From an optimization exercise on the open Yosys and OpenROAD flow, aimed at small area and a short achievable clock period; shortcuts taken in it are not production practice. Function was checked by simulation only, so behaviour that the tests miss may differ from the original. Power figures rest on the tool's default switching activity, not on a simulated workload.

## bru_cluster
module bru_cluster (
   input  logic                                                    clk,
   input  logic                                                    rst_n,
   input  logic [bru_pipe_pkg::num_lanes*bru_pipe_pkg::uop_w-1:0]     issue,
   output logic [bru_pipe_pkg::redirect_w-1:0]                        redirect,
   output logic [bru_pipe_pkg::num_lanes*bru_pipe_pkg::link_wb_w-1:0] link_wb
);
   logic                                   s_found;
   logic                                   s_link;
   logic                                   s_jr;
   logic [bru_pipe_pkg::lane_idx_w-1:0]    s_lane;
   logic [bru_pipe_pkg::xlen-1:0]          s_a;
   logic [bru_pipe_pkg::xlen-3:0]          s_pc;
   logic [bru_pipe_pkg::xlen-1:0]          s_offset;
   logic [bru_pipe_pkg::reg_idx_w-1:0]     s_rd;
   bru_issue_stage bru_issue_stage_i (
      .clk      (clk),
      .rst_n    (rst_n),
      .issue    (issue),
      .s_found  (s_found),
      .s_link   (s_link),
      .s_jr     (s_jr),
      .s_lane   (s_lane),
      .s_a      (s_a),
      .s_pc     (s_pc),
      .s_offset (s_offset),
      .s_rd     (s_rd)
   );
   bru_redirect_select bru_redirect_select_i (
      .clk      (clk),
  ...
Size: ~740 I/O pins, roughly 16000 sq um of cells after synthesis.
==> flow/config.mk <==
export PLATFORM = sky130hd
export DESIGN_NAME = bru_cluster
export DESIGN_NICKNAME = bru_cluster
export VERILOG_FILES = /design/flow/design.v
export SDC_FILE = /design/flow/constraint.sdc
export NUM_CORES = 4
export LEC_CHECK = 0
export ABC_AREA = 1
export CAP_MARGIN = 20
export CORE_AREA = 5 5 195 195
export DIE_AREA = 0 0 200 200
export SETUP_SLACK_MARGIN = 2.2
export SLEW_MARGIN = 20
==> flow/constraint.sdc <==
create_clock -name core_clock -period 5.0 [get_ports {clk}]
set_input_delay 1.0000 -clock core_clock [delete_from_list [all_inputs] [get_ports {clk}]]
set_output_delay 1.0000 -clock core_clock [all_outputs]
set_load 0.01 [all_outputs]
standard.sh (not shown) runs the stock make flow with config.mk's settings and CLKGATE_MAP_FILE= SYNTH_SCRIPT=/design/flow/synth_recipe.tcl, a recipe that flattens the netlist after the stock synthesis.
==> flow/flow/run.sh <==
#!/bin/bash
# Standard layout, with the port buffers made from the smallest buffer cell
# instead of the resizer's default pick, and the pins one track apart so that
# they fit on a smaller die; every tool's output goes to a log here.
bash standard.sh 'BUFFER_PORTS_ARGS=-buffer_cell sky130_fd_sc_hd__buf_1' \
  'PLACE_PINS_ARGS=-min_distance 1 -min_distance_in_tracks' finish > standard_run.log 2>&1
The first run completed without violations.
Change:
- CORE_AREA: 5 5 195 195 -> 5 5 175 175
- DIE_AREA: 0 0 200 200 -> 0 0 180 180
- PLACE_DENSITY: default -> 0.75
- SETUP_SLACK_MARGIN: 2.2 -> 2.0
Cell area drops by 9.1%; combinational power drops by 13%; via count climbs by 2.8%; critical path depth drops by 7; clock-buffer cell count drops by 2.
Change:
- CORE_AREA: 5 5 175 175 -> 5 5 195 195
- DIE_AREA: 0 0 180 180 -> 0 0 200 200
- PLACE_DENSITY: 0.75 -> default
- TNS_END_PERCENT: default -> 10
Outcome:
- power drops by 6.1%
- hold slack degrades by 0.017 ns
- global-route usage drops by 8.7 points
- wire length drops by 6.9%
- non-clock buffer count drops by 5
- final cell count climbs by 2.2%
Change:
==> flow/flow/run.sh (replaced) <==
#!/bin/bash
# Standard layout, with the port buffers made from the smallest buffer cell
# instead of the resizer's default pick; every tool's output goes to a log here.
bash standard.sh 'BUFFER_PORTS_ARGS=-buffer_cell sky130_fd_sc_hd__buf_1' finish > standard_run.log 2>&1
- CORE_AREA: 5 5 195 195 -> 5 5 251 251
- DIE_AREA: 0 0 200 200 -> 0 0 256 256
- SETUP_SLACK_MARGIN: 2.0 -> 1.8
- TNS_END_PERCENT: 10 -> default
Result:
- The new run went through all stages and came out clean
- die area grows by 64%
- final cell count came out higher by 9.4%
- combinational power rose by about 5%
- utilization fell by 22 points
- hold slack is better by 0.020 ns
- design area came out higher by 3.7%
- fmax shrinks by 6.6%
- setup slack gets worse by 0.21 ns
- total power rose by 11%
Change:
==> flow/flow/run.sh (replaced) <==
#!/bin/bash
# Standard layout, with the port buffers made from the smallest buffer cell
# instead of the resizer's default pick, and the pins one track apart so that
# they fit on a smaller die; every tool's output goes to a log here.
bash standard.sh 'BUFFER_PORTS_ARGS=-buffer_cell sky130_fd_sc_hd__buf_1' \
  'PLACE_PINS_ARGS=-min_distance 1 -min_distance_in_tracks' finish > standard_run.log 2>&1
- CORE_AREA: 5 5 251 251 -> 5 5 195 195
- DIE_AREA: 0 0 256 256 -> 0 0 200 200
- SETUP_SLACK_MARGIN: 1.8 -> 2.0
- TNS_END_PERCENT: default -> 0
Wire length drops by 20%.
Area after synthesis does not change.
Count of clock-buffer cells in the layout drops by 4.
Worst setup slack improved by 0.12 ns.
Final area drops by 4.8%.
Power drops by 11%.
Cell count drops by about 9%.
Critical path depth climbs by 2.
Sequential share of layout area climbs by 1.3 points.
Die area drops by 39%.

separate check: timing with driven ports:
How much do the figures lean on ideal ports? The routed layouts below were timed once more, with nothing changed but the port constraints. Step 1 sets driving cells, clkbuf_16 on the clock port and buf_2 on the other inputs (assumed; they add their load-dependent delay and slew). Step 2 adds t to the input delays and takes it off the output delays; t is the mean of the earliest and latest rising clock arrival at the registers after step 1. Input paths then give back, and output paths get back, about the clock's delay inside the block. a / b / c = ideal ports / drivers / drivers and shift; a / b = the first two.
run | t (ns) | setup slack, ns | pins driven straight from the clock port
the first run | 0.579 | 2.091 / 2.102 / 1.523 | 1
the second run | 0.583 | 2.014 / 2.014 / 1.505 | 1
the third run | 0.574 | 2.043 / 2.052 / 1.478 | 1
the fourth run | 0.564 | 1.835 / 1.860 / 1.296 | 1
the fifth run | 0.574 | 1.954 / 1.969 / 1.396 | 1
After both steps every run listed still meets setup and hold. The setup slack of the first run, which loses most, moves by +0.011 ns with the drivers and by -0.568 ns with both steps.
